Context: an optimization exercise on an open-source flow, tuned for small area. The choices shown serve that exercise and are no tape-out recipe. The RTL was checked by simulation tests, not by an equivalence proof against the original design. Power figures rest on the tool's default switching activity, not on a simulated workload.

==> design/flow/constraint.sdc <==
create_clock -name core_clock -period 7.0 [get_ports {clk}]
set_input_delay 1.4000 -clock core_clock [delete_from_list [all_inputs] [get_ports {clk}]]
set_output_delay 1.4000 -clock core_clock [all_outputs]
set_load 0.01 [all_outputs]
==> design/flow/design.v <==
package npu_act_pkg;
    typedef enum logic [1:0] {
        ACT_SAT   = 2'd0,
        ACT_RELU  = 2'd1,
        ACT_LEAKY = 2'd2,
        ACT_CLAMP = 2'd3
    } act_mode_e;
    localparam int LEAKY_SHIFT   = 3;
    localparam int SAT_CNT_WIDTH = 16;
endpackage
import npu_act_pkg::*;
module act_lane (
    input  logic [31:0] x_i,
    input  logic [4:0]  shift_i,
    input  logic [3:0]  mode_i,     
    input  logic [15:0] k_i,        
    output logic [15:0] y_o,
    output logic        sat_o
);
    logic [2:0] dig0;
    logic [2:0] dig1;
    logic [2:0] dig2;
    logic [2:0] dig3;
    assign dig0 = 3'((shift_i / 1) % 3);
    assign dig1 = 3'((shift_i / 3) % 3);
    assign dig2 = 3'((shift_i / 9) % 3);
    assign dig3 = 3'((shift_i / 27) % 2);
    logic sd0_0;
    logic sd0_1;
    logic sd0_2;
    logic sd1_0;
    logic sd1_1;
    logic sd1_2;
    logic sd2_0;
    logic sd2_1;
    logic sd2_2;
    logic sd3_0;
    assign sd0_0 = (dig0 == 3'd0);
    assign sd0_1 = (dig0 == 3'd1);
    assign sd0_2 = (dig0 == 3'd2);
    assign sd1_0 = (dig1 == 3'd0);
    assign sd1_1 = (dig1 == 3'd1);
    assign sd1_2 = (dig1 == 3'd2);
    assign sd2_0 = (dig2 == 3'd0);
    assign sd2_1 = (dig2 == 3'd1);
    assign sd2_2 = (dig2 == 3'd2);
    assign sd3_0 = (dig3 == 3'd0);
    logic [31:0] w0;
    assign w0[0] = sd3_0 ? 1'b0 : x_i[26];
    assign w0[1] = sd3_0 ? x_i[0] : x_i[27];
    assign w0[2] = sd3_0 ? x_i[1] : x_i[28];
    assign w0[3] = sd3_0 ? x_i[2] : x_i[29];
    assign w0[4] = sd3_0 ? x_i[3] : x_i[30];
    assign w0[5] = sd3_0 ? x_i[4] : x_i[31];
    assign w0[6] = sd3_0 ? x_i[5] : x_i[31];
    assign w0[7] = sd3_0 ? x_i[6] : x_i[31];
    assign w0[8] = sd3_0 ? x_i[7] : x_i[31];
    assign w0[9] = sd3_0 ? x_i[8] : x_i[31];
    assign w0[10] = sd3_0 ? x_i[9] : x_i[31];
    assign w0[11] = sd3_0 ? x_i[10] : x_i[31];
    assign w0[12] = sd3_0 ? x_i[11] : x_i[31];
    assign w0[13] = sd3_0 ? x_i[12] : x_i[31];
    assign w0[14] = sd3_0 ? x_i[13] : x_i[31];
    assign w0[15] = sd3_0 ? x_i[14] : x_i[31];
    assign w0[16] = sd3_0 ? x_i[15] : x_i[31];
    assign w0[17] = sd3_0 ? x_i[16] : x_i[31];
    assign w0[18] = sd3_0 ? x_i[17] : x_i[31];
    assign w0[19] = sd3_0 ? x_i[18] : x_i[31];
    assign w0[20] = sd3_0 ? x_i[19] : x_i[31];
    assign w0[21] = sd3_0 ? x_i[20] : x_i[31];
    assign w0[22] = sd3_0 ? x_i[21] : x_i[31];
    assign w0[23] = sd3_0 ? x_i[22] : x_i[31];
    assign w0[24] = sd3_0 ? x_i[23] : x_i[31];
    assign w0[25] = x_i[24];
    assign w0[26] = x_i[25];
    assign w0[27] = x_i[26];
    assign w0[28] = x_i[27];
    assign w0[29] = x_i[28];
    assign w0[30] = x_i[29];
    assign w0[31] = x_i[30];
    logic [28:0] w1;
    assign w1[0] = (sd2_0 & w0[0]) | (sd2_1 & w0[9]) | (sd2_2 & w0[18]);
    assign w1[1] = (sd2_0 & w0[1]) | (sd2_1 & w0[10]) | (sd2_2 & w0[19]);
    assign w1[2] = (sd2_0 & w0[2]) | (sd2_1 & w0[11]) | (sd2_2 & w0[20]);
    assign w1[3] = (sd2_0 & w0[3]) | (sd2_1 & w0[12]) | (sd2_2 & w0[21]);
    assign w1[4] = (sd2_0 & w0[4]) | (sd2_1 & w0[13]) | (sd2_2 & w0[22]);
    assign w1[5] = (sd2_0 & w0[5]) | (sd2_1 & w0[14]) | (sd2_2 & w0[23]);
    assign w1[6] = (sd2_0 & w0[6]) | (sd2_1 & w0[15]) | (sd2_2 & w0[24]);
    assign w1[7] = (sd2_0 & w0[7]) | (sd2_1 & w0[16]) | (sd2_2 & w0[25]);
    assign w1[8] = (sd2_0 & w0[8]) | (sd2_1 & w0[17]) | (sd2_2 & w0[26]);
    assign w1[9] = (sd2_0 & w0[9]) | (sd2_1 & w0[18]) | (sd2_2 & w0[27]);
    assign w1[10] = (sd2_0 & w0[10]) | (sd2_1 & w0[19]) | (sd2_2 & w0[28]);
    assign w1[11] = (sd2_0 & w0[11]) | (sd2_1 & w0[20]) | (sd2_2 & w0[29]);
    assign w1[12] = (sd2_0 & w0[12]) | (sd2_1 & w0[21]) | (sd2_2 & w0[30]);
    assign w1[13] = (sd2_0 & w0[13]) | (sd2_1 & w0[22]) | (sd2_2 & w0[31]);
    assign w1[14] = (sd2_0 & w0[14]) | (sd2_1 & w0[23]) | (sd2_2 & x_i[31]);
    assign w1[15] = (sd2_0 & w0[15]) | (sd2_1 & w0[24]) | (sd2_2 & x_i[31]);
    assign w1[16] = (sd2_0 & w0[16]) | (sd2_1 & w0[25]) | (sd2_2 & x_i[31]);
    assign w1[17] = (sd2_0 & w0[17]) | (sd2_1 & w0[26]) | (sd2_2 & x_i[31]);
    assign w1[18] = (sd2_0 & w0[18]) | (sd2_1 & w0[27]) | (sd2_2 & x_i[31]);
    assign w1[19] = (sd2_0 & w0[19]) | (sd2_1 & w0[28]) | (sd2_2 & x_i[31]);
    assign w1[20] = (sd2_0 & w0[20]) | (sd2_1 & w0[29]) | (sd2_2 & x_i[31]);
    assign w1[21] = (sd2_0 & w0[21]) | (sd2_1 & w0[30]) | (sd2_2 & x_i[31]);
    assign w1[22] = (sd2_0 & w0[22]) | (sd2_1 & w0[31]) | (sd2_2 & x_i[31]);
    assign w1[23] = sd2_0 ? w0[23] : x_i[31];
    assign w1[24] = sd2_0 ? w0[24] : x_i[31];
    assign w1[25] = sd2_0 ? w0[25] : x_i[31];
    assign w1[26] = sd2_0 ? w0[26] : x_i[31];
    assign w1[27] = sd2_0 ? w0[27] : x_i[31];
    assign w1[28] = sd2_0 ? w0[28] : x_i[31];
    logic [22:0] w2;
    assign w2[0] = (sd1_0 & w1[0]) | (sd1_1 & w1[3]) | (sd1_2 & w1[6]);
    assign w2[1] = (sd1_0 & w1[1]) | (sd1_1 & w1[4]) | (sd1_2 & w1[7]);
    assign w2[2] = (sd1_0 & w1[2]) | (sd1_1 & w1[5]) | (sd1_2 & w1[8]);
    assign w2[3] = (sd1_0 & w1[3]) | (sd1_1 & w1[6]) | (sd1_2 & w1[9]);
    assign w2[4] = (sd1_0 & w1[4]) | (sd1_1 & w1[7]) | (sd1_2 & w1[10]);
    assign w2[5] = (sd1_0 & w1[5]) | (sd1_1 & w1[8]) | (sd1_2 & w1[11]);
    assign w2[6] = (sd1_0 & w1[6]) | (sd1_1 & w1[9]) | (sd1_2 & w1[12]);
    assign w2[7] = (sd1_0 & w1[7]) | (sd1_1 & w1[10]) | (sd1_2 & w1[13]);
    assign w2[8] = (sd1_0 & w1[8]) | (sd1_1 & w1[11]) | (sd1_2 & w1[14]);
    assign w2[9] = (sd1_0 & w1[9]) | (sd1_1 & w1[12]) | (sd1_2 & w1[15]);
    assign w2[10] = (sd1_0 & w1[10]) | (sd1_1 & w1[13]) | (sd1_2 & w1[16]);
    assign w2[11] = (sd1_0 & w1[11]) | (sd1_1 & w1[14]) | (sd1_2 & w1[17]);
    assign w2[12] = (sd1_0 & w1[12]) | (sd1_1 & w1[15]) | (sd1_2 & w1[18]);
    assign w2[13] = (sd1_0 & w1[13]) | (sd1_1 & w1[16]) | (sd1_2 & w1[19]);
    assign w2[14] = (sd1_0 & w1[14]) | (sd1_1 & w1[17]) | (sd1_2 & w1[20]);
    assign w2[15] = (sd1_0 & w1[15]) | (sd1_1 & w1[18]) | (sd1_2 & w1[21]);
    assign w2[16] = (sd1_0 & w1[16]) | (sd1_1 & w1[19]) | (sd1_2 & w1[22]);
    assign w2[17] = (sd1_0 & w1[17]) | (sd1_1 & w1[20]) | (sd1_2 & w1[23]);
    assign w2[18] = (sd1_0 & w1[18]) | (sd1_1 & w1[21]) | (sd1_2 & w1[24]);
    assign w2[19] = (sd1_0 & w1[19]) | (sd1_1 & w1[22]) | (sd1_2 & w1[25]);
    assign w2[20] = (sd1_0 & w1[20]) | (sd1_1 & w1[23]) | (sd1_2 & w1[26]);
    assign w2[21] = (sd1_0 & w1[21]) | (sd1_1 & w1[24]) | (sd1_2 & w1[27]);
    assign w2[22] = (sd1_0 & w1[22]) | (sd1_1 & w1[25]) | (sd1_2 & w1[28]);
    logic [20:0] w3;
    assign w3[0] = (sd0_0 & w2[0]) | (sd0_1 & w2[1]) | (sd0_2 & w2[2]);
    assign w3[1] = (sd0_0 & w2[1]) | (sd0_1 & w2[2]) | (sd0_2 & w2[3]);
    assign w3[2] = (sd0_0 & w2[2]) | (sd0_1 & w2[3]) | (sd0_2 & w2[4]);
    assign w3[3] = (sd0_0 & w2[3]) | (sd0_1 & w2[4]) | (sd0_2 & w2[5]);
    assign w3[4] = (sd0_0 & w2[4]) | (sd0_1 & w2[5]) | (sd0_2 & w2[6]);
    assign w3[5] = (sd0_0 & w2[5]) | (sd0_1 & w2[6]) | (sd0_2 & w2[7]);
    assign w3[6] = (sd0_0 & w2[6]) | (sd0_1 & w2[7]) | (sd0_2 & w2[8]);
    assign w3[7] = (sd0_0 & w2[7]) | (sd0_1 & w2[8]) | (sd0_2 & w2[9]);
    assign w3[8] = (sd0_0 & w2[8]) | (sd0_1 & w2[9]) | (sd0_2 & w2[10]);
    assign w3[9] = (sd0_0 & w2[9]) | (sd0_1 & w2[10]) | (sd0_2 & w2[11]);
    assign w3[10] = (sd0_0 & w2[10]) | (sd0_1 & w2[11]) | (sd0_2 & w2[12]);
    assign w3[11] = (sd0_0 & w2[11]) | (sd0_1 & w2[12]) | (sd0_2 & w2[13]);
    assign w3[12] = (sd0_0 & w2[12]) | (sd0_1 & w2[13]) | (sd0_2 & w2[14]);
    assign w3[13] = (sd0_0 & w2[13]) | (sd0_1 & w2[14]) | (sd0_2 & w2[15]);
    assign w3[14] = (sd0_0 & w2[14]) | (sd0_1 & w2[15]) | (sd0_2 & w2[16]);
    assign w3[15] = (sd0_0 & w2[15]) | (sd0_1 & w2[16]) | (sd0_2 & w2[17]);
    assign w3[16] = (sd0_0 & w2[16]) | (sd0_1 & w2[17]) | (sd0_2 & w2[18]);
    assign w3[17] = (sd0_0 & w2[17]) | (sd0_1 & w2[18]) | (sd0_2 & w2[19]);
    assign w3[18] = (sd0_0 & w2[18]) | (sd0_1 & w2[19]) | (sd0_2 & w2[20]);
    assign w3[19] = (sd0_0 & w2[19]) | (sd0_1 & w2[20]) | (sd0_2 & w2[21]);
    assign w3[20] = (sd0_0 & w2[20]) | (sd0_1 & w2[21]) | (sd0_2 & w2[22]);
    logic [20:0] win;
    assign win = w3[20:0];
    logic [30:19] hi_eq;
    logic hi_ok;
    for (genvar i = 19; i < 31; i++) begin : g_hi
        assign hi_eq[i] = (shift_i > 5'(i - 19)) | ~(x_i[i] ^ x_i[31]);
    end
    assign hi_ok = &hi_eq;
    logic [20:0] t, c;
    assign c[0] = win[0];
    for (genvar j = 0; j < 20; j++) begin : g_inc
        assign t[j]   = win[j+1] ^ c[j];
        assign c[j+1] = win[j+1] & c[j];
    end
    assign t[20] = win[20] & ~c[20];
    logic neg, pos_big, neg16, neg19;
    assign neg     = hi_ok ? t[20] : x_i[31];
    assign pos_big = hi_ok ? (~t[20] & (|t[19:15])) : ~x_i[31];
    assign neg16   = hi_ok ? (t[20] & ~(&t[19:15])) : x_i[31];
    assign neg19   = hi_ok ? (t[20] & ~(&t[19:18])) : x_i[31];
    logic [15:0] g;
    assign g[0] = 1'b0;
    for (genvar j = 0; j < 15; j++) begin : g_cmp
        assign g[j+1] = (t[j] & ~k_i[j]) | ((t[j] | ~k_i[j]) & g[j]);
    end
    logic gt;
    assign gt = g[15];
    logic sel_t, sel_lk, sel_k, sel_min;
    assign sel_min = neg & ((mode_i[0] & neg16) | (mode_i[2] & neg19));
    assign sel_lk  = neg & mode_i[2] & ~neg19;
    assign sel_k   = ~neg & (pos_big | (mode_i[3] & gt));
    assign sel_t   = ~neg ? ~(pos_big | (mode_i[3] & gt)) : (mode_i[0] & ~neg16);
    for (genvar j = 0; j < 15; j++) begin : g_y
        assign y_o[j] = (sel_t & t[j]) | (sel_lk & t[j+3]) | (sel_k & k_i[j]);
    end
    assign y_o[15] = (sel_t & t[15]) | (sel_lk & t[18]) | sel_min;
    assign sat_o   = sel_min | (~neg & pos_big & ~mode_i[3]);
endmodule
import npu_act_pkg::*;
module act_quant_unit
#(
    parameter int DATA_WIDTH  = 16,
    parameter int ACC_WIDTH   = 32,
    parameter int MATRIX_SIZE = 8,
    parameter int SHIFT_WIDTH = 5
) (
    input  logic                              clk,
    input  logic                              rst_n,
    input  logic                              clear,
    input  logic [MATRIX_SIZE*ACC_WIDTH-1:0]  in_data,
    input  logic                              in_valid,
    input  logic [1:0]                        act_mode,
    input  logic [SHIFT_WIDTH-1:0]            shift,
    input  logic [DATA_WIDTH-1:0]             clip_max,
    output logic [MATRIX_SIZE*DATA_WIDTH-1:0] act_output_data,
    output logic                              act_output_valid,
    output logic [MATRIX_SIZE-1:0]            sat_mask,
    output logic [SAT_CNT_WIDTH-1:0]          sat_count
);
    localparam int LW = DATA_WIDTH + 1;
    logic [3:0] mode_oh;
    logic [DATA_WIDTH-1:0] kval;
    always_comb begin
        mode_oh = 4'b0001 << act_mode;
        kval = (act_mode == ACT_CLAMP) ? (clip_max[DATA_WIDTH-1] ? '0 : clip_max)
                                        : 16'h7fff;
    end
    logic [MATRIX_SIZE*LW-1:0] res_d, res_q, out_q;
    for (genvar k = 0; k < MATRIX_SIZE; k++) begin : g_lane
        act_lane u_lane (
            .x_i    (in_data[k*ACC_WIDTH +: ACC_WIDTH]),
            .shift_i(shift),
            .mode_i (mode_oh),
            .k_i    (kval),
            .y_o    (res_d[k*LW +: DATA_WIDTH]),
            .sat_o  (res_d[k*LW + DATA_WIDTH])
        );
    end
    logic v1_q, v2_q, dlv;
    logic [MATRIX_SIZE-1:0] sat_q;
    logic [SAT_CNT_WIDTH-1:0] cnt_q;
    assign dlv = v1_q & ~clear;
    always_comb
        for (int k = 0; k < MATRIX_SIZE; k++) sat_q[k] = res_q[k*LW + DATA_WIDTH];
    logic [SAT_CNT_WIDTH-1:0] cnt_nx;
    logic [SAT_CNT_WIDTH:0] cc;
    assign cc[0] = |sat_q & ~(&cnt_q);
    for (genvar j = 0; j < SAT_CNT_WIDTH; j++) begin : g_cnt
        assign cnt_nx[j] = cnt_q[j] ^ cc[j];
        assign cc[j+1]   = cnt_q[j] & cc[j];
    end
    always_ff @(posedge clk) res_q <= res_d;
    always_ff @(posedge clk or negedge rst_n) begin
        if (!rst_n) begin
            v1_q  <= 1'b0;
            v2_q  <= 1'b0;
            out_q <= '0;
            cnt_q <= '0;
        end else begin
            v1_q <= in_valid & ~clear;
            v2_q <= dlv;
            if (clear) begin
                out_q <= '0;
                cnt_q <= '0;
            end else if (v1_q) begin
                out_q <= res_q;
                cnt_q <= cnt_nx;
            end
        end
    end
    for (genvar k = 0; k < MATRIX_SIZE; k++) begin : g_out
        assign act_output_data[k*DATA_WIDTH +: DATA_WIDTH] = out_q[k*LW +: DATA_WIDTH];
        assign sat_mask[k] = out_q[k*LW + DATA_WIDTH];
    end
    assign act_output_valid = v2_q;
    assign sat_count        = cnt_q;
endmodule
==> design/flow/run.sh <==
#!/bin/bash
# synth_recipe.tcl (not shown) runs the flow's synth.tcl, then flattens the netlist and writes it again
# the make line also repeats each setting of config.mk as NAME=value (left out here)
make -C /OpenROAD-flow-scripts/flow DESIGN_CONFIG=/design/flow/config.mk WORK_HOME=/design/flow/orfs CLKGATE_MAP_FILE= SYNTH_SCRIPT=/design/flow/synth_recipe.tcl finish
==> design/flow/config.mk <==
export PLATFORM = sky130hd
export DESIGN_NAME = act_quant_unit
export DESIGN_NICKNAME = act_quant_unit
export VERILOG_FILES = /design/flow/design.v
export SDC_FILE = /design/flow/constraint.sdc
export NUM_CORES = 4
export LEC_CHECK = 0
export CAP_MARGIN = 20
export CORE_MARGIN = 2
export CORE_UTILIZATION = 60
export SLEW_MARGIN = 20
==> notes.md <==
==> power by group through the flow <==
| stage | clock network, mW | logic [mW] | registers, mW |
|---|---|---|---|
| global placement | 0 | 8.38 | 2.29 |
| detailed placement | 0 | 8.83 | 2.32 |
| CTS | 1.58 | 9.86 | 2.31 |
| floorplan | 0 | 4.69 | 2.22 |
==> cell families after synthesis <==
family | count (synthesis) | synth area share (%)
simple gates | 1322 | 18.4
fa+ha+maj | 210 | 8.29
flops | 290 | 21.1
buf+inv | 439 | 6.21
xor+xnor | 5 | 0.141
mux | 224 | 7.27
compound gates | 1658 | 38.6
==> routing by layer <==
| layer | overflow | global-route usage, % |
|---|---|---|
| met5 | 16 | 71.0 |
| met3 | 137 | 81.3 |
| met4 | 834 | 107 |
| met1 | 199 | 90.1 |
| met2 | 2588 | 123 |
==> how the worst max path moves through the flow <==
stage / endpoint / slack [ns]
after detailed placement: res_q[114] / -4.60
after floorplan: res_q[68] / -4.03
after global placement: res_q[78] / -4.14
after CTS: res_q[110] / -3.44
==> stage by stage <==
| stage | std cells | setup slack [ns] | TNS [ns] | hold WS, ns | cell area, sq um |
|---|---|---|---|---|---|
| 4_1_cts | 6234 | -3.44 | -437.91 | 0.503 | 49200 |
| 3_5_place_dp | 6116 | -4.60 | -590.07 | 0.464 | 46800 |
| 3_3_place_gp | 6116 | -4.14 | -537.59 | 0.455 | 46800 |
| 2_1_floorplan | 4148 | -4.03 | -498.82 | 0.450 | 33800 |
==> what timing repair did <==
action | CTS
setup buffers | 60
setup endpoints to repair | 136
gates cloned | 13
pin swaps | 100
resized for setup | 175
==> notes.md <==
most frequent cells after synthesis nand2_1 (523), nor2_1 (515), a21oi_1 (272); ys async rst share 53.1%; area leader, netlist dfrtp_1; Clock Path Buffers 3; tool error [ERROR GRT-0116] Global routing finished with congestion. Check the congestion regions in the DRC Viewer.; prevailing post-synth register cell dfrtp_1; Die Y 232 um; Seq/Total Area, Yosys 21.1%; clock buffer count from CTS 26; Distinct cells, synth 115; synthesized instance count 4,148; most instantiated library cell after synthesis nand2_1; Post-Syn Area 31,100 sq um; Site Rows 83; outcome did not finish; flops & latches, synth 290; DP HPWL 135,000 um; GRT Overall Usage 99.2%; root buf cell clkbuf_16; largest net degree at the start of global routing 100; post-synth top area share 12.4%; clk sinks 290; Synth area leaders dfrtp_1 (12%), dfxtp_1 (8.8%), ha_1 (7.6%); # port buffers 435; number of synthesis warnings 1; Initial Util 60.6%; Syn Area/Cell 7.50 sq um; vias in the first global route 60,500; number of flops mapped to enable cells by yosys 0; Ports 436; failing step global routing (5_1_grt); CTS Hold Bufs 0; gpl congestion 1.36; Die Width 232 um; global-route wire length before repair 401,000 um; net count after synthesis 4,621; H-tree depth 1; GRT overflow 3,774
